This is an optimization exercise on Yosys and OpenROAD, whose aim is small area, a short achievable clock period and few clock cycles per item, not a production implementation. RTL that was checked went through simulation tests only; none was proved equivalent to the original. Function not checked in run 1: the RTL went through the layout flow alone.

## flow/design.v (module list and top-level ports; edited modules follow where they fit)
// module hcil_seq: 74 lines
// module hcil_datapath: 202 lines
// module hcil_mul_err: 972 lines
// module hcil_mul_ref: 693 lines
// module hbridge_current_integral_loop_core: 81 lines
module hbridge_current_integral_loop_core
#(
  parameter int SAMPLE_BITS   = 12,
  parameter int FRACTION_BITS = 8,
  localparam int IN_W = ((4 * SAMPLE_BITS + 2 + 7) / 8) * 8
) (
  input  logic                 clk,
  input  logic                 rst,
  input  logic                 s_axis_tvalid,
  output logic                 s_axis_tready,
  input  logic [IN_W-1:0]      s_axis_tdata,
  output logic                 m_axis_tvalid,
  input  logic                 m_axis_tready,
  output logic [OUT_W-1:0]     m_axis_tdata,
  input  logic                 cfg_wr_en,
  input  logic [CFG_ADR_W-1:0] cfg_addr,
  input  logic [CFG_W-1:0]     cfg_wdata
);
  // ...
==> flow/run.sh <==
#!/bin/bash
# synth_recipe.tcl (not shown) runs the flow's synth.tcl, then flattens the netlist and writes it again
# the make line also repeats each setting of config.mk as NAME=value (left out here)
make -C /OpenROAD-flow-scripts/flow DESIGN_CONFIG=/design/flow/config.mk WORK_HOME=/design/flow/orfs CLKGATE_MAP_FILE= SYNTH_SCRIPT=/design/flow/synth_recipe.tcl finish
==> flow/config.mk <==
export PLATFORM = sky130hd
export DESIGN_NAME = hbridge_current_integral_loop_core
export DESIGN_NICKNAME = hbridge_current_integral_loop_core
export VERILOG_FILES = /design/flow/design.v
export SDC_FILE = /design/flow/constraint.sdc
export NUM_CORES = 4
export LEC_CHECK = 0
export CAP_MARGIN = 20
export CORE_MARGIN = 2
export CORE_UTILIZATION = 40
export SETUP_SLACK_MARGIN = 5
export SLEW_MARGIN = 20
==> flow/constraint.sdc <==
create_clock -name core_clock -period 10.0 [get_ports {clk}]
set_input_delay 2.0000 -clock core_clock [delete_from_list [all_inputs] [get_ports {clk}]]
set_output_delay 2.0000 -clock core_clock [all_outputs]
set_load 0.01 [all_outputs]
==> flow_summary.toml, run 1 <==
[status]
status = "no timing/DRC/antenna violations"

[final_layout]
buffers = 208
mostFrequentLayoutCells = "inv_1, a21oi_1, nand2_1"
sh_seq_area_pct = 22.4
fin_area_mm2 = 0.0416

[worst_hold_path]
hp-start = "u_datapath.inb4"

[drt]
vias = 32300
wl_met1_mm = 48.6

[worst_setup_path]
crit_fanout = 36
crit_buf_inv = 3
rr_startpoint = "cfg[33]"
crit_type = "reg -> reg"
cp-start-kind = "flop"
cp_top_family = "adder cells"

[yosys]
synth.avg_cell_area_um2 = 8.33
synthCells = 4581
ys_seq_elements = 362
yosys.area_share.adder_pct = 26.4
synth.most_common_cell = "inv_1"

[clocking]
ctsResizeCount = 4
htreeDepth = 2
root_buffer = "clkbuf_16"
tritoncts = "built"
ctsHoldBuffers = 0

[sta]
finalMaxSlewViolations = 0
rsz0062_at_grt = "true"

[floorplan]
dieHeight_um = 313
num_rows = 113

[global_route]
grt_overflow = 0
grtUsageMet2_pct = 35.4
use_met1_pct = 30.3

[flow_run]
max_cap_viol_count = 0
==> module hcil_datapath, before the edit <==
module hcil_datapath
#(
  parameter int SAMPLE_BITS = 12
) (
  input  logic                   clk,
  input  logic                   rst,
  input  logic                   run,
  input  hcil_pkg::cfg_t         cfg,
  input  logic                   in_valid,
  input  logic [SAMPLE_BITS-1:0] current_sample_a,
  input  logic [SAMPLE_BITS-1:0] reference_sample_a,
  input  logic [SAMPLE_BITS-1:0] current_sample_b,
  input  logic [SAMPLE_BITS-1:0] reference_sample_b,
  input  logic                   drive_enable,
  input  logic                   direction_forward,
  output logic                   out_valid,
  output logic [REG_W-1:0]       duty,
  output logic                   fwd,
  output logic                   rev,
  output logic                   in_band
);
  localparam int S     = SAMPLE_BITS;
  localparam int FC_W  = 20;    
  localparam int FR_W  = 21;    
  localparam int ERR_W = 22;
  localparam int RN_W  = 23;    
  localparam int INC_W = 31;    
  localparam int ACC_W = REG_W + INT_FRAC;
  logic             v1;
  logic [S:0]       sc1;
  logic [S:0]       sr1;
  logic             en1, fw1;
  always_ff @(posedge clk) begin
    if (rst) begin
      v1 <= 1'b0;
    end else if (run) begin
      v1 <= in_valid;
    end
  end
  always_ff @(posedge clk) begin
    if (run) begin
      sc1 <= {1'b0, current_sample_a} + {1'b0, current_sample_b};
      sr1 <= {1'b0, reference_sample_a} + {1'b0, reference_sample_b};
      en1 <= drive_enable;
      fw1 <= direction_forward;
    end
  end
  logic                    v2;
  logic [FC_W-1:0]         fc;
  logic signed [FC_W+1:0]  fc_sum;
  logic [RN_W-1:0]         rs, rc, rs2, rc2;
  logic                    rcy, rcy2;
  logic                    en2, fw2;
  assign fc_sum = $signed({2'b00, fc})
                + $signed({2'b00, cfg.center, 8'd0})
                - $signed({2'b00, sc1, 7'd0});
  hcil_mul_ref u_mul_ref (
    .a  ({1'b0, sr1}),
    .b  (cfg.scale),
    .o  (cfg.offset),
    .s  (rs),
    .c  (rc),
    .cy (rcy)
  );
  always_ff @(posedge clk) begin
    if (rst) begin
      v2 <= 1'b0;
      fc <= '0;
    end else if (run) begin
      v2 <= v1;
      if (v1) begin
        fc <= fc_sum[FC_W+1] ? '0 : fc_sum[FC_W:1];
      end
    end
  end
  always_ff @(posedge clk) begin
    if (run) begin
      rs2  <= rs;
      rc2  <= rc;
      rcy2 <= rcy;
      en2  <= en1;
      fw2  <= fw1;
    end
  end
  logic                    v3;
  logic signed [FR_W-1:0]  fr;
  logic [FR_W:0]           fr_sum;
  logic [ERR_W:0]          err_x;
  logic signed [ERR_W-1:0] err3;
  logic                    en3, fw3;
  logic [ERR_W:0]          fx, k1s, k1c, nfc, k2s, k2c;
  assign fx     = {{2{fr[FR_W-1]}}, fr};
  assign k1s    = fx ^ rs2 ^ rc2;
  assign k1c    = {(fx[ERR_W-1:0] & rs2[ERR_W-1:0]) | (fx[ERR_W-1:0] & rc2[ERR_W-1:0])
                   | (rs2[ERR_W-1:0] & rc2[ERR_W-1:0]), rcy2};
  assign nfc    = ~{2'b00, fc, 1'b0};
  assign k2s    = k1s ^ k1c ^ nfc;
  assign k2c    = {(k1s[ERR_W-1:0] & k1c[ERR_W-1:0]) | (k1s[ERR_W-1:0] & nfc[ERR_W-1:0])
                   | (k1c[ERR_W-1:0] & nfc[ERR_W-1:0]), 1'b1};
  assign fr_sum = k1s[FR_W:0] + k1c[FR_W:0];
  assign err_x  = k2s + k2c;
  always_ff @(posedge clk) begin
    if (rst) begin
      v3 <= 1'b0;
      fr <= '0;
    end else if (run) begin
      v3 <= v2;
      if (v2) begin
        fr <= fr_sum[FR_W:1];
      end
    end
  end
  always_ff @(posedge clk) begin
    if (run) begin
      err3 <= err_x[ERR_W:1];
      en3  <= en2;
      fw3  <= fw2;
    end
  end
  logic                    v4;
  logic [INC_W-1:0]        es, ec, es4, ec4;
  logic                    ecy, ecy4;
  logic signed [ERR_W-1:0] band_p;
  logic                    inb4;
  logic                    en4, fw4;
  hcil_mul_err u_mul_err (
    .a  (err3),
    .b  (cfg.gain),
    .s  (es),
    .c  (ec),
    .cy (ecy)
  );
  assign band_p = $signed({2'b00, cfg.band, 8'd0});
  always_ff @(posedge clk) begin
    if (rst) begin
      v4 <= 1'b0;
    end else if (run) begin
      v4 <= v3;
    end
  end
  always_ff @(posedge clk) begin
    if (run) begin
      es4  <= es;
      ec4  <= ec;
      ecy4 <= ecy;
      inb4 <= (err3 < band_p) && (-err3 < band_p);
      en4  <= en3;
      fw4  <= fw3;
    end
  end
  logic                    v5;
  logic [ACC_W-1:0]        acc;
  logic [INC_W-1:0]        ax, a1s, a1c, nlim, a2s, a2c;
  logic [INC_W-1:0]        acc_sum;
  logic [INC_W-1:0]        acc_over;
  logic [ACC_W-1:0]        acc_lim;
  logic [ACC_W-1:0]        acc_new;
  logic                    inb5, en5, fw5;
  assign acc_lim  = {cfg.limit, 16'd0};
  assign ax       = {3'b000, acc};
  assign a1s      = ax ^ es4 ^ ec4;
  assign a1c      = {(ax[INC_W-2:0] & es4[INC_W-2:0]) | (ax[INC_W-2:0] & ec4[INC_W-2:0])
                     | (es4[INC_W-2:0] & ec4[INC_W-2:0]), ecy4};
  assign nlim     = ~{3'b000, acc_lim};
  assign a2s      = a1s ^ a1c ^ nlim;
  assign a2c      = {(a1s[INC_W-2:0] & a1c[INC_W-2:0]) | (a1s[INC_W-2:0] & nlim[INC_W-2:0])
                     | (a1c[INC_W-2:0] & nlim[INC_W-2:0]), 1'b0};
  assign acc_sum  = a1s + a1c;
  assign acc_over = a2s + a2c;
  always_comb begin
    if (acc_sum[INC_W-1]) begin
      acc_new = '0;
    end else if (!acc_over[INC_W-1]) begin
      acc_new = acc_lim;
    end else begin
      acc_new = acc_sum[ACC_W-1:0];
    end
  end
  always_ff @(posedge clk) begin
    if (rst) begin
      v5  <= 1'b0;
      acc <= '0;
    end else if (run) begin
      v5 <= v4;
      if (v4) begin
        acc <= acc_new;
      end
    end
  end
  always_ff @(posedge clk) begin
    if (run) begin
      inb5 <= inb4;
      en5  <= en4;
      fw5  <= fw4;
    end
  end
  assign out_valid = v5 && run;
  assign duty      = acc[ACC_W-1 -: REG_W];
  assign fwd       = en5 && fw5;
  assign rev       = en5 && !fw5;
  assign in_band   = inb5;
endmodule
==> module hcil_mul_ref, before the edit <==
module hcil_mul_ref (
  input  logic [13:0] a,
  input  logic [15:0] b,
  input  logic [11:0] o,
  output logic [31:9] s,
  output logic [31:9] c,
  output logic cy
);
  logic one0, two0, neg0;
  assign one0 = b[0] ^ 1'b0;
  assign two0 = (b[1] & ~b[0] & ~1'b0) | (~b[1] & b[0] & 1'b0);
  assign neg0 = b[1];
  logic [14:0] pp0;
  assign pp0[0] = (one0 & a[0]) ^ neg0;
  assign pp0[1] = ((one0 & a[1]) | (two0 & a[0])) ^ neg0;
  assign pp0[2] = ((one0 & a[2]) | (two0 & a[1])) ^ neg0;
  assign pp0[3] = ((one0 & a[3]) | (two0 & a[2])) ^ neg0;
  assign pp0[4] = ((one0 & a[4]) | (two0 & a[3])) ^ neg0;
  assign pp0[5] = ((one0 & a[5]) | (two0 & a[4])) ^ neg0;
  assign pp0[6] = ((one0 & a[6]) | (two0 & a[5])) ^ neg0;
  assign pp0[7] = ((one0 & a[7]) | (two0 & a[6])) ^ neg0;
  assign pp0[8] = ((one0 & a[8]) | (two0 & a[7])) ^ neg0;
  assign pp0[9] = ((one0 & a[9]) | (two0 & a[8])) ^ neg0;
  assign pp0[10] = ((one0 & a[10]) | (two0 & a[9])) ^ neg0;
  assign pp0[11] = ((one0 & a[11]) | (two0 & a[10])) ^ neg0;
  assign pp0[12] = ((one0 & a[12]) | (two0 & a[11])) ^ neg0;
  assign pp0[13] = ((one0 & a[13]) | (two0 & a[12])) ^ neg0;
  assign pp0[14] = ((one0 & a[13]) | (two0 & a[13])) ^ neg0;
  logic one1, two1, neg1;
  assign one1 = b[2] ^ b[1];
  assign two1 = (b[3] & ~b[2] & ~b[1]) | (~b[3] & b[2] & b[1]);
  assign neg1 = b[3];
  logic [14:0] pp1;
  assign pp1[0] = (one1 & a[0]) ^ neg1;
  assign pp1[1] = ((one1 & a[1]) | (two1 & a[0])) ^ neg1;
  assign pp1[2] = ((one1 & a[2]) | (two1 & a[1])) ^ neg1;
  assign pp1[3] = ((one1 & a[3]) | (two1 & a[2])) ^ neg1;
  assign pp1[4] = ((one1 & a[4]) | (two1 & a[3])) ^ neg1;
  assign pp1[5] = ((one1 & a[5]) | (two1 & a[4])) ^ neg1;
  assign pp1[6] = ((one1 & a[6]) | (two1 & a[5])) ^ neg1;
  assign pp1[7] = ((one1 & a[7]) | (two1 & a[6])) ^ neg1;
  assign pp1[8] = ((one1 & a[8]) | (two1 & a[7])) ^ neg1;
  assign pp1[9] = ((one1 & a[9]) | (two1 & a[8])) ^ neg1;
  assign pp1[10] = ((one1 & a[10]) | (two1 & a[9])) ^ neg1;
  assign pp1[11] = ((one1 & a[11]) | (two1 & a[10])) ^ neg1;
  assign pp1[12] = ((one1 & a[12]) | (two1 & a[11])) ^ neg1;
  assign pp1[13] = ((one1 & a[13]) | (two1 & a[12])) ^ neg1;
  assign pp1[14] = ((one1 & a[13]) | (two1 & a[13])) ^ neg1;
  logic one2, two2, neg2;
  assign one2 = b[4] ^ b[3];
  assign two2 = (b[5] & ~b[4] & ~b[3]) | (~b[5] & b[4] & b[3]);
  assign neg2 = b[5];
  logic [14:0] pp2;
  assign pp2[0] = (one2 & a[0]) ^ neg2;
  assign pp2[1] = ((one2 & a[1]) | (two2 & a[0])) ^ neg2;
  assign pp2[2] = ((one2 & a[2]) | (two2 & a[1])) ^ neg2;
  assign pp2[3] = ((one2 & a[3]) | (two2 & a[2])) ^ neg2;
  assign pp2[4] = ((one2 & a[4]) | (two2 & a[3])) ^ neg2;
  assign pp2[5] = ((one2 & a[5]) | (two2 & a[4])) ^ neg2;
  assign pp2[6] = ((one2 & a[6]) | (two2 & a[5])) ^ neg2;
  assign pp2[7] = ((one2 & a[7]) | (two2 & a[6])) ^ neg2;
  assign pp2[8] = ((one2 & a[8]) | (two2 & a[7])) ^ neg2;
  assign pp2[9] = ((one2 & a[9]) | (two2 & a[8])) ^ neg2;
  assign pp2[10] = ((one2 & a[10]) | (two2 & a[9])) ^ neg2;
  assign pp2[11] = ((one2 & a[11]) | (two2 & a[10])) ^ neg2;
  assign pp2[12] = ((one2 & a[12]) | (two2 & a[11])) ^ neg2;
  assign pp2[13] = ((one2 & a[13]) | (two2 & a[12])) ^ neg2;
  assign pp2[14] = ((one2 & a[13]) | (two2 & a[13])) ^ neg2;
  logic one3, two3, neg3;
  assign one3 = b[6] ^ b[5];
  assign two3 = (b[7] & ~b[6] & ~b[5]) | (~b[7] & b[6] & b[5]);
  assign neg3 = b[7];
  logic [14:0] pp3;
  assign pp3[0] = (one3 & a[0]) ^ neg3;
  assign pp3[1] = ((one3 & a[1]) | (two3 & a[0])) ^ neg3;
  assign pp3[2] = ((one3 & a[2]) | (two3 & a[1])) ^ neg3;
  assign pp3[3] = ((one3 & a[3]) | (two3 & a[2])) ^ neg3;
  assign pp3[4] = ((one3 & a[4]) | (two3 & a[3])) ^ neg3;
  assign pp3[5] = ((one3 & a[5]) | (two3 & a[4])) ^ neg3;
  assign pp3[6] = ((one3 & a[6]) | (two3 & a[5])) ^ neg3;
  assign pp3[7] = ((one3 & a[7]) | (two3 & a[6])) ^ neg3;
  assign pp3[8] = ((one3 & a[8]) | (two3 & a[7])) ^ neg3;
  assign pp3[9] = ((one3 & a[9]) | (two3 & a[8])) ^ neg3;
  assign pp3[10] = ((one3 & a[10]) | (two3 & a[9])) ^ neg3;
  assign pp3[11] = ((one3 & a[11]) | (two3 & a[10])) ^ neg3;
  assign pp3[12] = ((one3 & a[12]) | (two3 & a[11])) ^ neg3;
  assign pp3[13] = ((one3 & a[13]) | (two3 & a[12])) ^ neg3;
  assign pp3[14] = ((one3 & a[13]) | (two3 & a[13])) ^ neg3;
  logic one4, two4, neg4;
  assign one4 = b[8] ^ b[7];
  assign two4 = (b[9] & ~b[8] & ~b[7]) | (~b[9] & b[8] & b[7]);
  assign neg4 = b[9];
  logic [14:0] pp4;
  assign pp4[0] = (one4 & a[0]) ^ neg4;
  assign pp4[1] = ((one4 & a[1]) | (two4 & a[0])) ^ neg4;
  assign pp4[2] = ((one4 & a[2]) | (two4 & a[1])) ^ neg4;
  assign pp4[3] = ((one4 & a[3]) | (two4 & a[2])) ^ neg4;
  assign pp4[4] = ((one4 & a[4]) | (two4 & a[3])) ^ neg4;
  assign pp4[5] = ((one4 & a[5]) | (two4 & a[4])) ^ neg4;
  assign pp4[6] = ((one4 & a[6]) | (two4 & a[5])) ^ neg4;
  assign pp4[7] = ((one4 & a[7]) | (two4 & a[6])) ^ neg4;
  assign pp4[8] = ((one4 & a[8]) | (two4 & a[7])) ^ neg4;
  assign pp4[9] = ((one4 & a[9]) | (two4 & a[8])) ^ neg4;
  assign pp4[10] = ((one4 & a[10]) | (two4 & a[9])) ^ neg4;
  assign pp4[11] = ((one4 & a[11]) | (two4 & a[10])) ^ neg4;
  assign pp4[12] = ((one4 & a[12]) | (two4 & a[11])) ^ neg4;
  assign pp4[13] = ((one4 & a[13]) | (two4 & a[12])) ^ neg4;
  assign pp4[14] = ((one4 & a[13]) | (two4 & a[13])) ^ neg4;
  logic one5, two5, neg5;
  assign one5 = b[10] ^ b[9];
  assign two5 = (b[11] & ~b[10] & ~b[9]) | (~b[11] & b[10] & b[9]);
  assign neg5 = b[11];
  logic [14:0] pp5;
  assign pp5[0] = (one5 & a[0]) ^ neg5;
  assign pp5[1] = ((one5 & a[1]) | (two5 & a[0])) ^ neg5;
  assign pp5[2] = ((one5 & a[2]) | (two5 & a[1])) ^ neg5;
  assign pp5[3] = ((one5 & a[3]) | (two5 & a[2])) ^ neg5;
  assign pp5[4] = ((one5 & a[4]) | (two5 & a[3])) ^ neg5;
  assign pp5[5] = ((one5 & a[5]) | (two5 & a[4])) ^ neg5;
  assign pp5[6] = ((one5 & a[6]) | (two5 & a[5])) ^ neg5;
  assign pp5[7] = ((one5 & a[7]) | (two5 & a[6])) ^ neg5;
  assign pp5[8] = ((one5 & a[8]) | (two5 & a[7])) ^ neg5;
  assign pp5[9] = ((one5 & a[9]) | (two5 & a[8])) ^ neg5;
  assign pp5[10] = ((one5 & a[10]) | (two5 & a[9])) ^ neg5;
  assign pp5[11] = ((one5 & a[11]) | (two5 & a[10])) ^ neg5;
  assign pp5[12] = ((one5 & a[12]) | (two5 & a[11])) ^ neg5;
  assign pp5[13] = ((one5 & a[13]) | (two5 & a[12])) ^ neg5;
  assign pp5[14] = ((one5 & a[13]) | (two5 & a[13])) ^ neg5;
  logic one6, two6, neg6;
  assign one6 = b[12] ^ b[11];
  assign two6 = (b[13] & ~b[12] & ~b[11]) | (~b[13] & b[12] & b[11]);
  assign neg6 = b[13];
  logic [14:0] pp6;
  assign pp6[0] = (one6 & a[0]) ^ neg6;
  assign pp6[1] = ((one6 & a[1]) | (two6 & a[0])) ^ neg6;
  assign pp6[2] = ((one6 & a[2]) | (two6 & a[1])) ^ neg6;
  assign pp6[3] = ((one6 & a[3]) | (two6 & a[2])) ^ neg6;
  assign pp6[4] = ((one6 & a[4]) | (two6 & a[3])) ^ neg6;
  assign pp6[5] = ((one6 & a[5]) | (two6 & a[4])) ^ neg6;
  assign pp6[6] = ((one6 & a[6]) | (two6 & a[5])) ^ neg6;
  assign pp6[7] = ((one6 & a[7]) | (two6 & a[6])) ^ neg6;
  assign pp6[8] = ((one6 & a[8]) | (two6 & a[7])) ^ neg6;
  assign pp6[9] = ((one6 & a[9]) | (two6 & a[8])) ^ neg6;
  assign pp6[10] = ((one6 & a[10]) | (two6 & a[9])) ^ neg6;
  assign pp6[11] = ((one6 & a[11]) | (two6 & a[10])) ^ neg6;
  assign pp6[12] = ((one6 & a[12]) | (two6 & a[11])) ^ neg6;
  assign pp6[13] = ((one6 & a[13]) | (two6 & a[12])) ^ neg6;
  assign pp6[14] = ((one6 & a[13]) | (two6 & a[13])) ^ neg6;
  logic one7, two7, neg7;
  assign one7 = b[14] ^ b[13];
  assign two7 = (b[15] & ~b[14] & ~b[13]) | (~b[15] & b[14] & b[13]);
  assign neg7 = b[15];
  logic [14:0] pp7;
  assign pp7[0] = (one7 & a[0]) ^ neg7;
  assign pp7[1] = ((one7 & a[1]) | (two7 & a[0])) ^ neg7;
  assign pp7[2] = ((one7 & a[2]) | (two7 & a[1])) ^ neg7;
  assign pp7[3] = ((one7 & a[3]) | (two7 & a[2])) ^ neg7;
  assign pp7[4] = ((one7 & a[4]) | (two7 & a[3])) ^ neg7;
  assign pp7[5] = ((one7 & a[5]) | (two7 & a[4])) ^ neg7;
  assign pp7[6] = ((one7 & a[6]) | (two7 & a[5])) ^ neg7;
  assign pp7[7] = ((one7 & a[7]) | (two7 & a[6])) ^ neg7;
  assign pp7[8] = ((one7 & a[8]) | (two7 & a[7])) ^ neg7;
  assign pp7[9] = ((one7 & a[9]) | (two7 & a[8])) ^ neg7;
  assign pp7[10] = ((one7 & a[10]) | (two7 & a[9])) ^ neg7;
  assign pp7[11] = ((one7 & a[11]) | (two7 & a[10])) ^ neg7;
  assign pp7[12] = ((one7 & a[12]) | (two7 & a[11])) ^ neg7;
  assign pp7[13] = ((one7 & a[13]) | (two7 & a[12])) ^ neg7;
  assign pp7[14] = ((one7 & a[13]) | (two7 & a[13])) ^ neg7;
  logic one8, two8, neg8;
  assign one8 = 1'b0 ^ b[15];
  assign two8 = (1'b0 & ~1'b0 & ~b[15]) | (~1'b0 & 1'b0 & b[15]);
  assign neg8 = 1'b0;
  logic [14:0] pp8;
  assign pp8[0] = (one8 & a[0]) ^ neg8;
  assign pp8[1] = ((one8 & a[1]) | (two8 & a[0])) ^ neg8;
  assign pp8[2] = ((one8 & a[2]) | (two8 & a[1])) ^ neg8;
  assign pp8[3] = ((one8 & a[3]) | (two8 & a[2])) ^ neg8;
  assign pp8[4] = ((one8 & a[4]) | (two8 & a[3])) ^ neg8;
  assign pp8[5] = ((one8 & a[5]) | (two8 & a[4])) ^ neg8;
  assign pp8[6] = ((one8 & a[6]) | (two8 & a[5])) ^ neg8;
  assign pp8[7] = ((one8 & a[7]) | (two8 & a[6])) ^ neg8;
  assign pp8[8] = ((one8 & a[8]) | (two8 & a[7])) ^ neg8;
  assign pp8[9] = ((one8 & a[9]) | (two8 & a[8])) ^ neg8;
  assign pp8[10] = ((one8 & a[10]) | (two8 & a[9])) ^ neg8;
  assign pp8[11] = ((one8 & a[11]) | (two8 & a[10])) ^ neg8;
  assign pp8[12] = ((one8 & a[12]) | (two8 & a[11])) ^ neg8;
  assign pp8[13] = ((one8 & a[13]) | (two8 & a[12])) ^ neg8;
  assign pp8[14] = ((one8 & a[13]) | (two8 & a[13])) ^ neg8;
  logic s1;
  logic c2;
  assign s1 = ~pp0[14] ^ pp1[12];
  assign c2 = ~pp0[14] & pp1[12];
  logic s3;
  logic c4;
  assign s3 = pp0[10] ^ pp1[8];
  assign c4 = pp0[10] & pp1[8];
  logic s5;
  logic c6;
  assign s5 = pp0[11] ^ pp1[9];
  assign c6 = pp0[11] & pp1[9];
  logic s7;
  logic c8;
  assign s7 = pp0[12] ^ pp1[10] ^ pp2[8];
  assign c8 = (pp0[12] & pp1[10]) | (pp0[12] & pp2[8]) | (pp1[10] & pp2[8]);
  logic s9;
  logic c10;
  assign s9 = pp3[6] ^ pp4[4];
  assign c10 = pp3[6] & pp4[4];
  logic s11;
  logic c12;
  assign s11 = pp0[13] ^ pp1[11] ^ pp2[9];
  assign c12 = (pp0[13] & pp1[11]) | (pp0[13] & pp2[9]) | (pp1[11] & pp2[9]);
  logic s13;
  logic c14;
  assign s13 = pp3[7] ^ pp4[5];
  assign c14 = pp3[7] & pp4[5];
  logic s15;
  logic c16;
  assign s15 = s1 ^ pp2[10] ^ pp3[8];
  assign c16 = (s1 & pp2[10]) | (s1 & pp3[8]) | (pp2[10] & pp3[8]);
  logic s17;
  logic c18;
  assign s17 = pp4[6] ^ pp5[4] ^ pp6[2];
  assign c18 = (pp4[6] & pp5[4]) | (pp4[6] & pp6[2]) | (pp5[4] & pp6[2]);
  logic s19;
  logic c20;
  assign s19 = pp7[0] ^ neg7;
  assign c20 = pp7[0] & neg7;
  logic s21;
  logic c22;
  assign s21 = pp1[13] ^ pp2[11] ^ pp3[9];
  assign c22 = (pp1[13] & pp2[11]) | (pp1[13] & pp3[9]) | (pp2[11] & pp3[9]);
  logic s23;
  logic c24;
  assign s23 = pp4[7] ^ pp5[5] ^ pp6[3];
  assign c24 = (pp4[7] & pp5[5]) | (pp4[7] & pp6[3]) | (pp5[5] & pp6[3]);
  logic s25;
  logic c26;
  assign s25 = ~(pp7[1] ^ c2);
  assign c26 = pp7[1] | c2;
  logic s27;
  logic c28;
  assign s27 = ~pp1[14] ^ pp2[12] ^ pp3[10];
  assign c28 = (~pp1[14] & pp2[12]) | (~pp1[14] & pp3[10]) | (pp2[12] & pp3[10]);
  logic s29;
  logic c30;
  assign s29 = pp4[8] ^ pp5[6] ^ pp6[4];
  assign c30 = (pp4[8] & pp5[6]) | (pp4[8] & pp6[4]) | (pp5[6] & pp6[4]);
  logic s31;
  logic c32;
  assign s31 = pp7[2] ^ pp8[0] ^ neg8;
  assign c32 = (pp7[2] & pp8[0]) | (pp7[2] & neg8) | (pp8[0] & neg8);
  logic s33;
  logic c34;
  assign s33 = pp2[13] ^ pp3[11] ^ pp4[9];
  assign c34 = (pp2[13] & pp3[11]) | (pp2[13] & pp4[9]) | (pp3[11] & pp4[9]);
  logic s35;
  logic c36;
  assign s35 = pp5[7] ^ pp6[5] ^ pp7[3];
  assign c36 = (pp5[7] & pp6[5]) | (pp5[7] & pp7[3]) | (pp6[5] & pp7[3]);
  logic s37;
  logic c38;
  assign s37 = pp8[1] ^ ~o[0];
  assign c38 = pp8[1] & ~o[0];
  logic s39;
  logic c40;
  assign s39 = ~pp2[14] ^ pp3[12] ^ pp4[10];
  assign c40 = (~pp2[14] & pp3[12]) | (~pp2[14] & pp4[10]) | (pp3[12] & pp4[10]);
  logic s41;
  logic c42;
  assign s41 = pp5[8] ^ pp6[6] ^ pp7[4];
  assign c42 = (pp5[8] & pp6[6]) | (pp5[8] & pp7[4]) | (pp6[6] & pp7[4]);
  logic s43;
  logic c44;
  assign s43 = ~(pp8[2] ^ ~o[1]);
  assign c44 = pp8[2] | ~o[1];
  logic s45;
  logic c46;
  assign s45 = pp3[13] ^ pp4[11] ^ pp5[9];
  assign c46 = (pp3[13] & pp4[11]) | (pp3[13] & pp5[9]) | (pp4[11] & pp5[9]);
  logic s47;
  logic c48;
  assign s47 = pp6[7] ^ pp7[5] ^ pp8[3];
  assign c48 = (pp6[7] & pp7[5]) | (pp6[7] & pp8[3]) | (pp7[5] & pp8[3]);
  logic s49;
  logic c50;
  assign s49 = o[2];
  assign c50 = ~o[2];
  logic s51;
  logic c52;
  assign s51 = ~pp3[14] ^ pp4[12] ^ pp5[10];
  assign c52 = (~pp3[14] & pp4[12]) | (~pp3[14] & pp5[10]) | (pp4[12] & pp5[10]);
  logic s53;
  logic c54;
  assign s53 = pp6[8] ^ pp7[6] ^ pp8[4];
  assign c54 = (pp6[8] & pp7[6]) | (pp6[8] & pp8[4]) | (pp7[6] & pp8[4]);
  logic s55;
  logic c56;
  assign s55 = pp4[13] ^ pp5[11] ^ pp6[9];
  assign c56 = (pp4[13] & pp5[11]) | (pp4[13] & pp6[9]) | (pp5[11] & pp6[9]);
  logic s57;
  logic c58;
  assign s57 = pp7[7] ^ pp8[5];
  assign c58 = pp7[7] & pp8[5];
  logic s59;
  logic c60;
  assign s59 = ~pp4[14] ^ pp5[12] ^ pp6[10];
  assign c60 = (~pp4[14] & pp5[12]) | (~pp4[14] & pp6[10]) | (pp5[12] & pp6[10]);
  logic s61;
  logic c62;
  assign s61 = pp5[13] ^ pp6[11];
  assign c62 = pp5[13] & pp6[11];
  logic s63;
  logic c64;
  assign s63 = pp0[6] ^ pp1[4];
  assign c64 = pp0[6] & pp1[4];
  logic s65;
  logic c66;
  assign s65 = pp0[7] ^ pp1[5];
  assign c66 = pp0[7] & pp1[5];
  logic s67;
  logic c68;
  assign s67 = pp0[8] ^ pp1[6] ^ pp2[4];
  assign c68 = (pp0[8] & pp1[6]) | (pp0[8] & pp2[4]) | (pp1[6] & pp2[4]);
  logic s69;
  logic c70;
  assign s69 = pp3[2] ^ pp4[0];
  assign c70 = pp3[2] & pp4[0];
  logic s71;
  logic c72;
  assign s71 = pp0[9] ^ pp1[7] ^ pp2[5];
  assign c72 = (pp0[9] & pp1[7]) | (pp0[9] & pp2[5]) | (pp1[7] & pp2[5]);
  logic s73;
  logic c74;
  assign s73 = pp3[3] ^ pp4[1];
  assign c74 = pp3[3] & pp4[1];
  logic s75;
  logic c76;
  assign s75 = s3 ^ pp2[6] ^ pp3[4];
  assign c76 = (s3 & pp2[6]) | (s3 & pp3[4]) | (pp2[6] & pp3[4]);
  logic s77;
  logic c78;
  assign s77 = pp4[2] ^ pp5[0] ^ neg5;
  assign c78 = (pp4[2] & pp5[0]) | (pp4[2] & neg5) | (pp5[0] & neg5);
  logic s79;
  logic c80;
  assign s79 = s5 ^ pp2[7] ^ pp3[5];
  assign c80 = (s5 & pp2[7]) | (s5 & pp3[5]) | (pp2[7] & pp3[5]);
  logic s81;
  logic c82;
  assign s81 = pp4[3] ^ pp5[1] ^ c4;
  assign c82 = (pp4[3] & pp5[1]) | (pp4[3] & c4) | (pp5[1] & c4);
  logic s83;
  logic c84;
  assign s83 = s7 ^ s9 ^ pp5[2];
  assign c84 = (s7 & s9) | (s7 & pp5[2]) | (s9 & pp5[2]);
  logic s85;
  logic c86;
  assign s85 = pp6[0] ^ neg6 ^ c6;
  assign c86 = (pp6[0] & neg6) | (pp6[0] & c6) | (neg6 & c6);
  logic s87;
  logic c88;
  assign s87 = s11 ^ s13 ^ pp5[3];
  assign c88 = (s11 & s13) | (s11 & pp5[3]) | (s13 & pp5[3]);
  logic s89;
  logic c90;
  assign s89 = pp6[1] ^ c8 ^ c10;
  assign c90 = (pp6[1] & c8) | (pp6[1] & c10) | (c8 & c10);
  logic s91;
  logic c92;
  assign s91 = s15 ^ s17 ^ s19;
  assign c92 = (s15 & s17) | (s15 & s19) | (s17 & s19);
  logic s93;
  logic c94;
  assign s93 = ~(c12 ^ c14);
  assign c94 = c12 | c14;
  logic s95;
  logic c96;
  assign s95 = s21 ^ s23 ^ s25;
  assign c96 = (s21 & s23) | (s21 & s25) | (s23 & s25);
  logic s97;
  logic c98;
  assign s97 = c16 ^ c18 ^ c20;
  assign c98 = (c16 & c18) | (c16 & c20) | (c18 & c20);
  logic s99;
  logic c100;
  assign s99 = s27 ^ s29 ^ s31;
  assign c100 = (s27 & s29) | (s27 & s31) | (s29 & s31);
  logic s101;
  logic c102;
  assign s101 = c22 ^ c24 ^ c26;
  assign c102 = (c22 & c24) | (c22 & c26) | (c24 & c26);
  logic s103;
  logic c104;
  assign s103 = s33 ^ s35 ^ s37;
  assign c104 = (s33 & s35) | (s33 & s37) | (s35 & s37);
  logic s105;
  logic c106;
  assign s105 = c28 ^ c30 ^ c32;
  assign c106 = (c28 & c30) | (c28 & c32) | (c30 & c32);
  logic s107;
  logic c108;
  assign s107 = s39 ^ s41 ^ s43;
  assign c108 = (s39 & s41) | (s39 & s43) | (s41 & s43);
  logic s109;
  logic c110;
  assign s109 = c34 ^ c36 ^ c38;
  assign c110 = (c34 & c36) | (c34 & c38) | (c36 & c38);
  logic s111;
  logic c112;
  assign s111 = s45 ^ s47 ^ s49;
  assign c112 = (s45 & s47) | (s45 & s49) | (s47 & s49);
  logic s113;
  logic c114;
  assign s113 = c40 ^ c42 ^ c44;
  assign c114 = (c40 & c42) | (c40 & c44) | (c42 & c44);
  logic s115;
  logic c116;
  assign s115 = s51 ^ s53 ^ ~o[3];
  assign c116 = (s51 & s53) | (s51 & ~o[3]) | (s53 & ~o[3]);
  logic s117;
  logic c118;
  assign s117 = c46 ^ c48 ^ c50;
  assign c118 = (c46 & c48) | (c46 & c50) | (c48 & c50);
  logic s119;
  logic c120;
  assign s119 = s55 ^ s57 ^ ~o[4];
  assign c120 = (s55 & s57) | (s55 & ~o[4]) | (s57 & ~o[4]);
  logic s121;
  logic c122;
  assign s121 = ~(c52 ^ c54);
  assign c122 = c52 | c54;
  logic s123;
  logic c124;
  assign s123 = s59 ^ pp7[8] ^ pp8[6];
  assign c124 = (s59 & pp7[8]) | (s59 & pp8[6]) | (pp7[8] & pp8[6]);
  logic s125;
  logic c126;
  assign s125 = ~o[5] ^ c56 ^ c58;
  assign c126 = (~o[5] & c56) | (~o[5] & c58) | (c56 & c58);
  logic s127;
  logic c128;
  assign s127 = s61 ^ pp7[9] ^ pp8[7];
  assign c128 = (s61 & pp7[9]) | (s61 & pp8[7]) | (pp7[9] & pp8[7]);
  logic s129;
  logic c130;
  assign s129 = ~(~o[6] ^ c60);
  assign c130 = ~o[6] | c60;
  logic s131;
  logic c132;
  assign s131 = ~pp5[14] ^ pp6[12] ^ pp7[10];
  assign c132 = (~pp5[14] & pp6[12]) | (~pp5[14] & pp7[10]) | (pp6[12] & pp7[10]);
  logic s133;
  logic c134;
  assign s133 = pp8[8] ^ ~o[7] ^ c62;
  assign c134 = (pp8[8] & ~o[7]) | (pp8[8] & c62) | (~o[7] & c62);
  logic s135;
  logic c136;
  assign s135 = pp6[13] ^ pp7[11] ^ pp8[9];
  assign c136 = (pp6[13] & pp7[11]) | (pp6[13] & pp8[9]) | (pp7[11] & pp8[9]);
  logic s137;
  logic c138;
  assign s137 = o[8];
  assign c138 = ~o[8];
  logic s139;
  logic c140;
  assign s139 = ~pp6[14] ^ pp7[12] ^ pp8[10];
  assign c140 = (~pp6[14] & pp7[12]) | (~pp6[14] & pp8[10]) | (pp7[12] & pp8[10]);
  logic s141;
  logic c142;
  assign s141 = pp7[13] ^ pp8[11];
  assign c142 = pp7[13] & pp8[11];
  logic s143;
  logic c144;
  assign s143 = pp0[4] ^ pp1[2];
  assign c144 = pp0[4] & pp1[2];
  logic s145;
  logic c146;
  assign s145 = pp0[5] ^ pp1[3];
  assign c146 = pp0[5] & pp1[3];
  logic s147;
  logic c148;
  assign s147 = s63 ^ pp2[2] ^ pp3[0];
  assign c148 = (s63 & pp2[2]) | (s63 & pp3[0]) | (pp2[2] & pp3[0]);
  logic s149;
  logic c150;
  assign s149 = s65 ^ pp2[3] ^ pp3[1];
  assign c150 = (s65 & pp2[3]) | (s65 & pp3[1]) | (pp2[3] & pp3[1]);
  logic s151;
  logic c152;
  assign s151 = s67 ^ s69 ^ neg4;
  assign c152 = (s67 & s69) | (s67 & neg4) | (s69 & neg4);
  logic s153;
  logic c154;
  assign s153 = s71 ^ s73 ^ c68;
  assign c154 = (s71 & s73) | (s71 & c68) | (s73 & c68);
  logic s155;
  logic c156;
  assign s155 = s75 ^ s77 ^ c72;
  assign c156 = (s75 & s77) | (s75 & c72) | (s77 & c72);
  logic s157;
  logic c158;
  assign s157 = s79 ^ s81 ^ c76;
  assign c158 = (s79 & s81) | (s79 & c76) | (s81 & c76);
  logic s159;
  logic c160;
  assign s159 = s83 ^ s85 ^ c80;
  assign c160 = (s83 & s85) | (s83 & c80) | (s85 & c80);
  logic s161;
  logic c162;
  assign s161 = s87 ^ s89 ^ c84;
  assign c162 = (s87 & s89) | (s87 & c84) | (s89 & c84);
  logic s163;
  logic c164;
  assign s163 = s91 ^ s93 ^ c88;
  assign c164 = (s91 & s93) | (s91 & c88) | (s93 & c88);
  logic s165;
  logic c166;
  assign s165 = s95 ^ s97 ^ c92;
  assign c166 = (s95 & s97) | (s95 & c92) | (s97 & c92);
  logic s167;
  logic c168;
  assign s167 = s99 ^ s101 ^ c96;
  assign c168 = (s99 & s101) | (s99 & c96) | (s101 & c96);
  logic s169;
  logic c170;
  assign s169 = s103 ^ s105 ^ c100;
  assign c170 = (s103 & s105) | (s103 & c100) | (s105 & c100);
  logic s171;
  logic c172;
  assign s171 = s107 ^ s109 ^ c104;
  assign c172 = (s107 & s109) | (s107 & c104) | (s109 & c104);
  logic s173;
  logic c174;
  assign s173 = s111 ^ s113 ^ c108;
  assign c174 = (s111 & s113) | (s111 & c108) | (s113 & c108);
  logic s175;
  logic c176;
  assign s175 = s115 ^ s117 ^ c112;
  assign c176 = (s115 & s117) | (s115 & c112) | (s117 & c112);
  logic s177;
  logic c178;
  assign s177 = s119 ^ s121 ^ c116;
  assign c178 = (s119 & s121) | (s119 & c116) | (s121 & c116);
  logic s179;
  logic c180;
  assign s179 = s123 ^ s125 ^ c120;
  assign c180 = (s123 & s125) | (s123 & c120) | (s125 & c120);
  logic s181;
  logic c182;
  assign s181 = s127 ^ s129 ^ c124;
  assign c182 = (s127 & s129) | (s127 & c124) | (s129 & c124);
  logic s183;
  logic c184;
  assign s183 = s131 ^ s133 ^ c128;
  assign c184 = (s131 & s133) | (s131 & c128) | (s133 & c128);
  logic s185;
  logic c186;
  assign s185 = s135 ^ s137 ^ c132;
  assign c186 = (s135 & s137) | (s135 & c132) | (s137 & c132);
  logic s187;
  logic c188;
  assign s187 = s139 ^ ~o[9] ^ c136;
  assign c188 = (s139 & ~o[9]) | (s139 & c136) | (~o[9] & c136);
  logic s189;
  logic c190;
  assign s189 = ~(s141 ^ ~o[10]);
  assign c190 = s141 | ~o[10];
  logic s191;
  logic c192;
  assign s191 = ~pp7[14] ^ pp8[12] ^ ~o[11];
  assign c192 = (~pp7[14] & pp8[12]) | (~pp7[14] & ~o[11]) | (pp8[12] & ~o[11]);
  logic s193;
  logic c194;
  assign s193 = pp0[2] ^ pp1[0];
  assign c194 = pp0[2] & pp1[0];
  logic s195;
  logic c196;
  assign s195 = pp0[3] ^ pp1[1];
  assign c196 = pp0[3] & pp1[1];
  logic s197;
  logic c198;
  assign s197 = s143 ^ pp2[0] ^ neg2;
  assign c198 = (s143 & pp2[0]) | (s143 & neg2) | (pp2[0] & neg2);
  logic s199;
  logic c200;
  assign s199 = s145 ^ pp2[1] ^ c144;
  assign c200 = (s145 & pp2[1]) | (s145 & c144) | (pp2[1] & c144);
  logic s201;
  logic c202;
  assign s201 = s147 ^ neg3 ^ c146;
  assign c202 = (s147 & neg3) | (s147 & c146) | (neg3 & c146);
  logic s203;
  logic c204;
  assign s203 = s149 ^ c64 ^ c148;
  assign c204 = (s149 & c64) | (s149 & c148) | (c64 & c148);
  logic s205;
  logic c206;
  assign s205 = s151 ^ c66 ^ c150;
  assign c206 = (s151 & c66) | (s151 & c150) | (c66 & c150);
  logic s207;
  logic c208;
  assign s207 = s153 ^ c70 ^ c152;
  assign c208 = (s153 & c70) | (s153 & c152) | (c70 & c152);
  logic s209;
  logic c210;
  assign s209 = s155 ^ c74 ^ c154;
  assign c210 = (s155 & c74) | (s155 & c154) | (c74 & c154);
  logic s211;
  logic c212;
  assign s211 = s157 ^ c78 ^ c156;
  assign c212 = (s157 & c78) | (s157 & c156) | (c78 & c156);
  logic s213;
  logic c214;
  assign s213 = s159 ^ c82 ^ c158;
  assign c214 = (s159 & c82) | (s159 & c158) | (c82 & c158);
  logic s215;
  logic c216;
  assign s215 = s161 ^ c86 ^ c160;
  assign c216 = (s161 & c86) | (s161 & c160) | (c86 & c160);
  logic s217;
  logic c218;
  assign s217 = s163 ^ c90 ^ c162;
  assign c218 = (s163 & c90) | (s163 & c162) | (c90 & c162);
  logic s219;
  logic c220;
  assign s219 = s165 ^ c94 ^ c164;
  assign c220 = (s165 & c94) | (s165 & c164) | (c94 & c164);
  logic s221;
  logic c222;
  assign s221 = s167 ^ c98 ^ c166;
  assign c222 = (s167 & c98) | (s167 & c166) | (c98 & c166);
  logic s223;
  logic c224;
  assign s223 = s169 ^ c102 ^ c168;
  assign c224 = (s169 & c102) | (s169 & c168) | (c102 & c168);
  logic s225;
  logic c226;
  assign s225 = s171 ^ c106 ^ c170;
  assign c226 = (s171 & c106) | (s171 & c170) | (c106 & c170);
  logic s227;
  logic c228;
  assign s227 = s173 ^ c110 ^ c172;
  assign c228 = (s173 & c110) | (s173 & c172) | (c110 & c172);
  logic s229;
  logic c230;
  assign s229 = s175 ^ c114 ^ c174;
  assign c230 = (s175 & c114) | (s175 & c174) | (c114 & c174);
  logic s231;
  logic c232;
  assign s231 = s177 ^ c118 ^ c176;
  assign c232 = (s177 & c118) | (s177 & c176) | (c118 & c176);
  logic s233;
  logic c234;
  assign s233 = s179 ^ c122 ^ c178;
  assign c234 = (s179 & c122) | (s179 & c178) | (c122 & c178);
  logic s235;
  logic c236;
  assign s235 = s181 ^ c126 ^ c180;
  assign c236 = (s181 & c126) | (s181 & c180) | (c126 & c180);
  logic s237;
  logic c238;
  assign s237 = s183 ^ c130 ^ c182;
  assign c238 = (s183 & c130) | (s183 & c182) | (c130 & c182);
  logic s239;
  logic c240;
  assign s239 = s185 ^ c134 ^ c184;
  assign c240 = (s185 & c134) | (s185 & c184) | (c134 & c184);
  logic s241;
  logic c242;
  assign s241 = s187 ^ c138 ^ c186;
  assign c242 = (s187 & c138) | (s187 & c186) | (c138 & c186);
  logic s243;
  logic c244;
  assign s243 = s189 ^ c140 ^ c188;
  assign c244 = (s189 & c140) | (s189 & c188) | (c140 & c188);
  logic s245;
  logic c246;
  assign s245 = s191 ^ c142 ^ c190;
  assign c246 = (s191 & c142) | (s191 & c190) | (c142 & c190);
  logic s247;
  logic c248;
  assign s247 = pp8[13] ^ c192;
  assign c248 = pp8[13] & c192;
  logic [31:0] r0, r1;
  logic [9:0] low;
  assign r0 = {1'b1, ~pp8[14], s247, s245, s243, s241, s239, s237, s235, s233, s231, s229, s227, s225, s223, s221, s219, s217, s215, s213, s211, s209, s207, s205, s203, s201, s199, s197, s195, s193, pp0[1], pp0[0]};
  assign r1 = {1'b0, c248, c246, c244, c242, c240, c238, c236, c234, c232, c230, c228, c226, c224, c222, c220, c218, c216, c214, c212, c210, c208, c206, c204, c202, c200, c198, c196, c194, neg1, 1'b0, neg0};
  assign low = {1'b0, r0[8:0]} + {1'b0, r1[8:0]};
  assign s = r0[31:9];
  assign c = r1[31:9];
  assign cy = low[9];
endmodule
==> inputs of run 2 (changes only) <==
--- a/flow/design.v
+++ b/flow/design.v
@@ -49,13 +49,20 @@
     logic emit;
   } ctl_t;
   typedef struct packed {
+    logic [7:0] neg;
+    logic [7:0] two;
+    logic [7:0] one;
+  } booth_t;
+  typedef struct packed {
     logic [REG_W-1:0]  center;
-    logic [GAIN_W-1:0] scale;
+    booth_t            scale;
     logic [REG_W-1:0]  offset;
-    logic [GAIN_W-1:0] gain;
+    booth_t            gain;
     logic [REG_W-1:0]  band;
     logic [REG_W-1:0]  limit;
   } cfg_t;
+  localparam logic [23:0] SCALE_RST_ENC = 24'habfd02;   
+  localparam logic [23:0] GAIN_RST_ENC  = 24'h153f00;   
   typedef struct packed {
     logic             in_band;
     logic [REG_W-1:0] reverse_duty_high;
@@ -197,7 +204,9 @@
                 - $signed({2'b00, sc1, 7'd0});
   hcil_mul_ref u_mul_ref (
     .a  ({1'b0, sr1}),
-    .b  (cfg.scale),
+    .bo ({cfg.scale.neg[7], cfg.scale.one}),
+    .bt ({1'b0, cfg.scale.two}),
+    .bn ({1'b0, cfg.scale.neg}),
     .o  (cfg.offset),
     .s  (rs),
     .c  (rc),
@@ -266,7 +275,9 @@
   logic                    en4, fw4;
   hcil_mul_err u_mul_err (
     .a  (err3),
-    .b  (cfg.gain),
+    .bo ({cfg.gain.neg[7], cfg.gain.one}),
+    .bt ({1'b0, cfg.gain.two}),
+    .bn ({1'b0, cfg.gain.neg}),
     .s  (es),
     .c  (ec),
     .cy (ecy)
@@ -343,15 +354,17 @@
 endmodule
 module hcil_mul_err (
   input  logic [21:0] a,
-  input  logic [15:0] b,
+  input  logic [8:0] bo,    
+  input  logic [8:0] bt,    
+  input  logic [8:0] bn,    
   output logic [38:8] s,
   output logic [38:8] c,
   output logic cy
 );
   logic one0, two0, neg0;
-  assign one0 = b[0] ^ 1'b0;
-  assign two0 = (b[1] & ~b[0] & ~1'b0) | (~b[1] & b[0] & 1'b0);
-  assign neg0 = b[1];
+  assign one0 = bo[0];
+  assign two0 = bt[0];
+  assign neg0 = bn[0];
   logic [22:0] pp0;
   assign pp0[0] = (one0 & a[0]) ^ neg0;
   assign pp0[1] = ((one0 & a[1]) | (two0 & a[0])) ^ neg0;
@@ -377,9 +390,9 @@
   assign pp0[21] = ((one0 & a[21]) | (two0 & a[20])) ^ neg0;
   assign pp0[22] = ((one0 & a[21]) | (two0 & a[21])) ^ neg0;
   logic one1, two1, neg1;
-  assign one1 = b[2] ^ b[1];
-  assign two1 = (b[3] & ~b[2] & ~b[1]) | (~b[3] & b[2] & b[1]);
-  assign neg1 = b[3];
+  assign one1 = bo[1];
+  assign two1 = bt[1];
+  assign neg1 = bn[1];
   logic [22:0] pp1;
   assign pp1[0] = (one1 & a[0]) ^ neg1;
   assign pp1[1] = ((one1 & a[1]) | (two1 & a[0])) ^ neg1;
@@ -405,9 +418,9 @@
   assign pp1[21] = ((one1 & a[21]) | (two1 & a[20])) ^ neg1;
   assign pp1[22] = ((one1 & a[21]) | (two1 & a[21])) ^ neg1;
   logic one2, two2, neg2;
-  assign one2 = b[4] ^ b[3];
-  assign two2 = (b[5] & ~b[4] & ~b[3]) | (~b[5] & b[4] & b[3]);
-  assign neg2 = b[5];
+  assign one2 = bo[2];
+  assign two2 = bt[2];
+  assign neg2 = bn[2];
   logic [22:0] pp2;
   assign pp2[0] = (one2 & a[0]) ^ neg2;
   assign pp2[1] = ((one2 & a[1]) | (two2 & a[0])) ^ neg2;
@@ -433,9 +446,9 @@
   assign pp2[21] = ((one2 & a[21]) | (two2 & a[20])) ^ neg2;
   assign pp2[22] = ((one2 & a[21]) | (two2 & a[21])) ^ neg2;
   logic one3, two3, neg3;
-  assign one3 = b[6] ^ b[5];
-  assign two3 = (b[7] & ~b[6] & ~b[5]) | (~b[7] & b[6] & b[5]);
-  assign neg3 = b[7];
+  assign one3 = bo[3];
+  assign two3 = bt[3];
+  assign neg3 = bn[3];
   logic [22:0] pp3;
   assign pp3[0] = (one3 & a[0]) ^ neg3;
   assign pp3[1] = ((one3 & a[1]) | (two3 & a[0])) ^ neg3;
@@ -461,9 +474,9 @@
   assign pp3[21] = ((one3 & a[21]) | (two3 & a[20])) ^ neg3;
   assign pp3[22] = ((one3 & a[21]) | (two3 & a[21])) ^ neg3;
   logic one4, two4, neg4;
-  assign one4 = b[8] ^ b[7];
-  assign two4 = (b[9] & ~b[8] & ~b[7]) | (~b[9] & b[8] & b[7]);
-  assign neg4 = b[9];
+  assign one4 = bo[4];
+  assign two4 = bt[4];
+  assign neg4 = bn[4];
   logic [22:0] pp4;
   assign pp4[0] = (one4 & a[0]) ^ neg4;
   assign pp4[1] = ((one4 & a[1]) | (two4 & a[0])) ^ neg4;
@@ -489,9 +502,9 @@
   assign pp4[21] = ((one4 & a[21]) | (two4 & a[20])) ^ neg4;
   assign pp4[22] = ((one4 & a[21]) | (two4 & a[21])) ^ neg4;
   logic one5, two5, neg5;
-  assign one5 = b[10] ^ b[9];
-  assign two5 = (b[11] & ~b[10] & ~b[9]) | (~b[11] & b[10] & b[9]);
-  assign neg5 = b[11];
+  assign one5 = bo[5];
+  assign two5 = bt[5];
+  assign neg5 = bn[5];
   logic [22:0] pp5;
   assign pp5[0] = (one5 & a[0]) ^ neg5;
   assign pp5[1] = ((one5 & a[1]) | (two5 & a[0])) ^ neg5;
@@ -517,9 +530,9 @@
   assign pp5[21] = ((one5 & a[21]) | (two5 & a[20])) ^ neg5;
   assign pp5[22] = ((one5 & a[21]) | (two5 & a[21])) ^ neg5;
   logic one6, two6, neg6;
-  assign one6 = b[12] ^ b[11];
-  assign two6 = (b[13] & ~b[12] & ~b[11]) | (~b[13] & b[12] & b[11]);
-  assign neg6 = b[13];
+  assign one6 = bo[6];
+  assign two6 = bt[6];
+  assign neg6 = bn[6];
   logic [22:0] pp6;
   assign pp6[0] = (one6 & a[0]) ^ neg6;
   assign pp6[1] = ((one6 & a[1]) | (two6 & a[0])) ^ neg6;
@@ -545,9 +558,9 @@
   assign pp6[21] = ((one6 & a[21]) | (two6 & a[20])) ^ neg6;
   assign pp6[22] = ((one6 & a[21]) | (two6 & a[21])) ^ neg6;
   logic one7, two7, neg7;
-  assign one7 = b[14] ^ b[13];
-  assign two7 = (b[15] & ~b[14] & ~b[13]) | (~b[15] & b[14] & b[13]);
-  assign neg7 = b[15];
+  assign one7 = bo[7];
+  assign two7 = bt[7];
+  assign neg7 = bn[7];
   logic [22:0] pp7;
   assign pp7[0] = (one7 & a[0]) ^ neg7;
   assign pp7[1] = ((one7 & a[1]) | (two7 & a[0])) ^ neg7;
@@ -573,9 +586,9 @@
   assign pp7[21] = ((one7 & a[21]) | (two7 & a[20])) ^ neg7;
   assign pp7[22] = ((one7 & a[21]) | (two7 & a[21])) ^ neg7;
   logic one8, two8, neg8;
-  assign one8 = 1'b0 ^ b[15];
-  assign two8 = (1'b0 & ~1'b0 & ~b[15]) | (~1'b0 & 1'b0 & b[15]);
-  assign neg8 = 1'b0;
+  assign one8 = bo[8];
+  assign two8 = bt[8];
+  assign neg8 = bn[8];
   logic [22:0] pp8;
   assign pp8[0] = (one8 & a[0]) ^ neg8;
   assign pp8[1] = ((one8 & a[1]) | (two8 & a[0])) ^ neg8;
@@ -1315,16 +1328,18 @@
 endmodule
 module hcil_mul_ref (
   input  logic [13:0] a,
-  input  logic [15:0] b,
+  input  logic [8:0] bo,    
+  input  logic [8:0] bt,    
+  input  logic [8:0] bn,    
   input  logic [11:0] o,
   output logic [31:9] s,
   output logic [31:9] c,
   output logic cy
 );
   logic one0, two0, neg0;
-  assign one0 = b[0] ^ 1'b0;
-  assign two0 = (b[1] & ~b[0] & ~1'b0) | (~b[1] & b[0] & 1'b0);
-  assign neg0 = b[1];
+  assign one0 = bo[0];
+  assign two0 = bt[0];
+  assign neg0 = bn[0];
   logic [14:0] pp0;
   assign pp0[0] = (one0 & a[0]) ^ neg0;
   assign pp0[1] = ((one0 & a[1]) | (two0 & a[0])) ^ neg0;
@@ -1342,9 +1357,9 @@
   assign pp0[13] = ((one0 & a[13]) | (two0 & a[12])) ^ neg0;
   assign pp0[14] = ((one0 & a[13]) | (two0 & a[13])) ^ neg0;
   logic one1, two1, neg1;
-  assign one1 = b[2] ^ b[1];
-  assign two1 = (b[3] & ~b[2] & ~b[1]) | (~b[3] & b[2] & b[1]);
-  assign neg1 = b[3];
+  assign one1 = bo[1];
+  assign two1 = bt[1];
+  assign neg1 = bn[1];
   logic [14:0] pp1;
   assign pp1[0] = (one1 & a[0]) ^ neg1;
   assign pp1[1] = ((one1 & a[1]) | (two1 & a[0])) ^ neg1;
@@ -1362,9 +1377,9 @@
   assign pp1[13] = ((one1 & a[13]) | (two1 & a[12])) ^ neg1;
   assign pp1[14] = ((one1 & a[13]) | (two1 & a[13])) ^ neg1;
   logic one2, two2, neg2;
-  assign one2 = b[4] ^ b[3];
-  assign two2 = (b[5] & ~b[4] & ~b[3]) | (~b[5] & b[4] & b[3]);
-  assign neg2 = b[5];
+  assign one2 = bo[2];
+  assign two2 = bt[2];
+  assign neg2 = bn[2];
   logic [14:0] pp2;
   assign pp2[0] = (one2 & a[0]) ^ neg2;
   assign pp2[1] = ((one2 & a[1]) | (two2 & a[0])) ^ neg2;
@@ -1382,9 +1397,9 @@
   assign pp2[13] = ((one2 & a[13]) | (two2 & a[12])) ^ neg2;
   assign pp2[14] = ((one2 & a[13]) | (two2 & a[13])) ^ neg2;
   logic one3, two3, neg3;
-  assign one3 = b[6] ^ b[5];
-  assign two3 = (b[7] & ~b[6] & ~b[5]) | (~b[7] & b[6] & b[5]);
-  assign neg3 = b[7];
+  assign one3 = bo[3];
+  assign two3 = bt[3];
+  assign neg3 = bn[3];
   logic [14:0] pp3;
   assign pp3[0] = (one3 & a[0]) ^ neg3;
   assign pp3[1] = ((one3 & a[1]) | (two3 & a[0])) ^ neg3;
@@ -1402,9 +1417,9 @@
   assign pp3[13] = ((one3 & a[13]) | (two3 & a[12])) ^ neg3;
   assign pp3[14] = ((one3 & a[13]) | (two3 & a[13])) ^ neg3;
   logic one4, two4, neg4;
-  assign one4 = b[8] ^ b[7];
-  assign two4 = (b[9] & ~b[8] & ~b[7]) | (~b[9] & b[8] & b[7]);
-  assign neg4 = b[9];
+  assign one4 = bo[4];
+  assign two4 = bt[4];
+  assign neg4 = bn[4];
   logic [14:0] pp4;
   assign pp4[0] = (one4 & a[0]) ^ neg4;
   assign pp4[1] = ((one4 & a[1]) | (two4 & a[0])) ^ neg4;
@@ -1422,9 +1437,9 @@
   assign pp4[13] = ((one4 & a[13]) | (two4 & a[12])) ^ neg4;
   assign pp4[14] = ((one4 & a[13]) | (two4 & a[13])) ^ neg4;
   logic one5, two5, neg5;
-  assign one5 = b[10] ^ b[9];
-  assign two5 = (b[11] & ~b[10] & ~b[9]) | (~b[11] & b[10] & b[9]);
-  assign neg5 = b[11];
+  assign one5 = bo[5];
+  assign two5 = bt[5];
+  assign neg5 = bn[5];
   logic [14:0] pp5;
   assign pp5[0] = (one5 & a[0]) ^ neg5;
   assign pp5[1] = ((one5 & a[1]) | (two5 & a[0])) ^ neg5;
@@ -1442,9 +1457,9 @@
   assign pp5[13] = ((one5 & a[13]) | (two5 & a[12])) ^ neg5;
   assign pp5[14] = ((one5 & a[13]) | (two5 & a[13])) ^ neg5;
   logic one6, two6, neg6;
-  assign one6 = b[12] ^ b[11];
-  assign two6 = (b[13] & ~b[12] & ~b[11]) | (~b[13] & b[12] & b[11]);
-  assign neg6 = b[13];
+  assign one6 = bo[6];
+  assign two6 = bt[6];
+  assign neg6 = bn[6];
   logic [14:0] pp6;
   assign pp6[0] = (one6 & a[0]) ^ neg6;
   assign pp6[1] = ((one6 & a[1]) | (two6 & a[0])) ^ neg6;
@@ -1462,9 +1477,9 @@
   assign pp6[13] = ((one6 & a[13]) | (two6 & a[12])) ^ neg6;
   assign pp6[14] = ((one6 & a[13]) | (two6 & a[13])) ^ neg6;
   logic one7, two7, neg7;
-  assign one7 = b[14] ^ b[13];
-  assign two7 = (b[15] & ~b[14] & ~b[13]) | (~b[15] & b[14] & b[13]);
-  assign neg7 = b[15];
+  assign one7 = bo[7];
+  assign two7 = bt[7];
+  assign neg7 = bn[7];
   logic [14:0] pp7;
   assign pp7[0] = (one7 & a[0]) ^ neg7;
   assign pp7[1] = ((one7 & a[1]) | (two7 & a[0])) ^ neg7;
@@ -1482,9 +1497,9 @@
   assign pp7[13] = ((one7 & a[13]) | (two7 & a[12])) ^ neg7;
   assign pp7[14] = ((one7 & a[13]) | (two7 & a[13])) ^ neg7;
   logic one8, two8, neg8;
-  assign one8 = 1'b0 ^ b[15];
-  assign two8 = (1'b0 & ~1'b0 & ~b[15]) | (~1'b0 & 1'b0 & b[15]);
-  assign neg8 = 1'b0;
+  assign one8 = bo[8];
+  assign two8 = bt[8];
+  assign neg8 = bn[8];
   logic [14:0] pp8;
   assign pp8[0] = (one8 & a[0]) ^ neg8;
   assign pp8[1] = ((one8 & a[1]) | (two8 & a[0])) ^ neg8;
@@ -2027,6 +2042,11 @@
 );
   localparam int S = SAMPLE_BITS;
   hcil_pkg::cfg_t cfg;
+  hcil_pkg::booth_t wdata_enc;
+  hcil_booth_enc u_wdata_enc (
+    .b (cfg_wdata[GAIN_W-1:0]),
+    .e (wdata_enc)
+  );
   logic           run;
   logic           item_valid;
   logic [REG_W-1:0] item_duty;
@@ -2036,17 +2056,17 @@
   always_ff @(posedge clk) begin
     if (rst) begin
       cfg.center <= CENTER_RST;
-      cfg.scale  <= SCALE_RST;
+      cfg.scale  <= SCALE_RST_ENC;
       cfg.offset <= OFFSET_RST;
-      cfg.gain   <= GAIN_RST;
+      cfg.gain   <= GAIN_RST_ENC;
       cfg.band   <= BAND_RST;
       cfg.limit  <= LIMIT_RST;
     end else if (cfg_wr_en) begin
       case (cfg_addr)
         REG_CURRENT_CENTER:   cfg.center <= cfg_wdata[REG_W-1:0];
-        REG_REFERENCE_SCALE:  cfg.scale  <= cfg_wdata[GAIN_W-1:0];
+        REG_REFERENCE_SCALE:  cfg.scale  <= wdata_enc;
         REG_REFERENCE_OFFSET: cfg.offset <= cfg_wdata[REG_W-1:0];
-        REG_INTEGRAL_GAIN:    cfg.gain   <= cfg_wdata[GAIN_W-1:0];
+        REG_INTEGRAL_GAIN:    cfg.gain   <= wdata_enc;
         REG_BAND_LIMIT:       cfg.band   <= cfg_wdata[REG_W-1:0];
         REG_DUTY_LIMIT:       cfg.limit  <= cfg_wdata[REG_W-1:0];
         default: ;
@@ -2088,3 +2108,16 @@
     .m_axis_tdata  (m_axis_tdata)
   );
 endmodule
+module hcil_booth_enc (
+  input  logic [hcil_pkg::GAIN_W-1:0] b,
+  output hcil_pkg::booth_t            e
+);
+  logic [hcil_pkg::GAIN_W:0] bx;
+  assign bx = {b, 1'b0};
+  for (genvar i = 0; i < 8; i++) begin : g_digit
+    assign e.one[i] = bx[2*i+1] ^ bx[2*i];
+    assign e.two[i] = (bx[2*i+2] & ~bx[2*i+1] & ~bx[2*i])
+                    | (~bx[2*i+2] & bx[2*i+1] & bx[2*i]);
+    assign e.neg[i] = bx[2*i+2];
+  end
+endmodule
--- a/flow/config.mk
+++ b/flow/config.mk
@@ -7,6 +7,6 @@
 export LEC_CHECK = 0
 export CAP_MARGIN = 20
 export CORE_MARGIN = 2
-export CORE_UTILIZATION = 40
+export CORE_UTILIZATION = 60
 export SETUP_SLACK_MARGIN = 5
 export SLEW_MARGIN = 20
==> run 2 against run 1 <==
Clock skew increased by 0.0071 ns. Register-to-register slack improved by 0.096 ns. Routed wire length decreased by 21%. Utilization increased by 22 points. Sequential cell count increased by 16. Critical path depth increased by 6. Die area decreased by 40%. Synthesized area decreased by 11%. Worst setup slack improved by 0.096 ns. Critical path type unchanged. Largest cell class unchanged.
==> flow_summary.toml, run 2 <==
[floorplan]
num_rows = 87
dieHeight_um = 242
ios = 138
die-area_mm2 = 0.0587
initial_core_util_pct = 60.5
core_area_mm2 = 0.0563
die_w_um = 242

[final_layout]
final_common_cell = "inv_1"
largest_reg_flops = 96
fin_area_mm2 = 0.0370
reg_top3 = "cfg (96), u_datapath.ec4 (31), u_datapath.es4 (30)"
syn_to_final_growth_pct = 8.56
regMostFlops = "cfg"
mostFrequentLayoutCells = "inv_1, fa_1, nand2_1"
num-nets-final = 4161
drive_gt1_share_pct = 3.93
antennaDiodeCount = 0

[clocking]
cts_buffers = 44
path_clk_slew_ns = 0.06
htreeDepth = 2
clock-sinks = 378
clockBufferDepth = 3
ctsResizeCount = 0
ctsHoldBuffers = 0
tritoncts = "built"
clock_latency_ns = 0.60
root_buffer = "clkbuf_16"
post_cts_buffers = 0

[yosys]
synth.avg_cell_area_um2 = 9.61
synth_top_area_share_pct = 18.7
syn_area_mm2 = 0.0340
synth_area_leader_cell = "fa_1"
ys_seq_elements = 378
synth_cell_types = 68
synth_commonest_cells = "inv_1, fa_1, nand2_1, xnor2_1"
synth_edf_count = 205
synthFlopType = "edfxtp_1"
synthArstFlopShare_pct = 0
ys_top_cells_by_area = "fa_1, edfxtp_1, dfxtp_1, ha_1, xnor2_1"
synthCells = 3541
seq_area_frac_synth_pct = 28.3
synth.most_common_cell = "inv_1"
ys_warn_count = 3

[drt]
ant_nets = 0
wl_per_cell_um = 19.9
totalWireLength_mm = 85.5
first_pass_iters = 6
vias_per_cell = 5.87
drc_errors = 0
vias = 25200
drt_iter0_drc = 1986

[global_route]
grt_overflow = 0
grt_start_max_net_pins = 68
grt_pass1_vias = 25600
grt_usage_pct = 29.2
grt_pass1_wl_mm = 137
antenna_found_initial = 0

[worst_setup_path]
cp.required_ns = 10.49
slowest_stage = "and3_1"
reg2regPathDepth = 16
crit_chain = "ha_1, fa_1, a21o_1, a21oi_1, o21bai_1, a21oi_1, xnor2_1, ha_1, a21o_1, a21o_1, a21o_1, a21o_1, o31ai_1, o211ai_1, and3_1, a32o_1"
cp_top_family = "compound AO/OA/AOI/OAI gates"
crit_path_end_kind = "flop"
r2r_end = "u_datapath.fc[18]"
crit_top_cell = "a21o_1"
cp-start-kind = "flop"
crit_buf_inv = 0
crit_type = "reg -> reg"
crit_fanout = 10
max_stage_delay_ns = 0.47
path_depth = 16
rr_startpoint = "u_datapath.fc[8]"
cp.arrival_ns = 5.20
rrSetupSlack_ns = 5.29

[sta]
hold-worst-slack_ns = 0.412
fmax_ghz = 0.212
setup_ws_ns = 5.29
clock_skew_ns = 0.0389
slew_headroom_pct = 25.7
tightestPinTransition_ns = 1.11
layout_min_cycle_time_ns = 4.71
rsz0062_at_grt = "false"
final-setup-viol-count = 0
finalMaxSlewViolations = 0
setup-tns-final_ns = 0
timing.final.hold_violations = 0
period_share_pct = 47.1

[worst_hold_path]
min_path_type = "reg -> reg"
hold_depth = 0
hp-start = "u_datapath.fw2"
hold_end = "u_datapath.fw3"

[placement]
dp_hpwl_mm = 63.2
gp_congestion = 0.890
dp_slack_ns = 4.88
place_area_mm2 = 0.0355
io_buffers = 124

[flow_run]
max_cap_viol_count = 0

[status]
status = "no timing/DRC/antenna violations"
[run 2: worst max-delay path by stage]
stage,from,end
6_report,u_datapath.fc[8],u_datapath.fc[18]
5_1_grt,u_datapath.fc[8],u_datapath.fc[18]
4_1_cts,u_datapath.fc[8],u_datapath.fc[18]
3_5_place_dp,s_axis_tdata[0],u_datapath.sc1[10]
3_3_place_gp,s_axis_tdata[0],u_datapath.sc1[10]
2_1_floorplan,s_axis_tdata[0],u_datapath.sc1[10]
[run 2: final cells by class]
cell class | instances | area (um^2)
well taps | 756 | 946
clock buffers | 56 | 1190
flip-flops and latches | 378 | 9620
multi-input cells | 2389 | 21400
clock inverters | 26 | 280
fillers | 4645 | 19300
repair buffers | 157 | 1490
inverters | 531 | 2000
[run 2: cells by family (layout without fill, tap and decap cells)]
kind of cell | count (synthesis) | after routing | share of synthesized area, %
and+or+nand+nor | 619 | 619 | 8.14
other | 1 | 7 | 0.0110
adders and majority gates | 580 | 580 | 28.3
AOI/OAI and AO/OA | 774 | 774 | 15.7
DFF | 378 | 378 | 28.3
buffers and inverters | 780 | 770 | 8.99
muxes | 16 | 16 | 0.492
xor gates and xnor gates | 393 | 393 | 10.1
[run 2: layer usage]
layer	global-route usage [%]	routed length [um]	up-vias
met1	37.8	34600	12400
met2	50.5	42400	895
met5	0	0	-
met3	3.93	5820	175
met4	9.95	2690	0
li1	-	-	11700
[run 2: through the flow]
stage                     utilization, %  cells
after floorplan                        -   3547
after global placement              63.0   4210
after detailed placement            63.0   4210
after CTS                           65.6   4292
after global routing                65.7   4293
final                               65.7   4293
Testbench counts of run 2, summed over its fixed seeds: cycles 1,968, items 1,920.

## afterwards: timing with drivers on the ports
In the flow no input, the clock included, has a driving cell. The finished layouts below were timed again as built, in two steps. Step 1 sets driving cells, clkbuf_16 on the clock port and buf_2 on the other inputs (assumed; they add their load-dependent delay and slew). Step 2 adds t to the input delays and takes it off the output delays; t is the mean of the earliest and latest rising clock arrival at the registers after step 1. Input paths then give back, and output paths get back, about the clock's delay inside the block. Slacks: no drivers / after step 1 / after step 2; pairs: no drivers / after step 1.
run	t, ns	setup WS [ns]	worst setup path after step 2	slew at the worst register clock pin (ns)
run 1	0.639	5.195 / 5.195 / 5.042	input to register	0.07 / 0.07
run 2	0.646	5.290 / 5.290 / 4.878	input to register	0.07 / 0.07
After both steps every run listed still meets setup and hold. The setup slack of run 2, which loses most, moves by 0.000 ns with the drivers and by -0.412 ns with both steps.
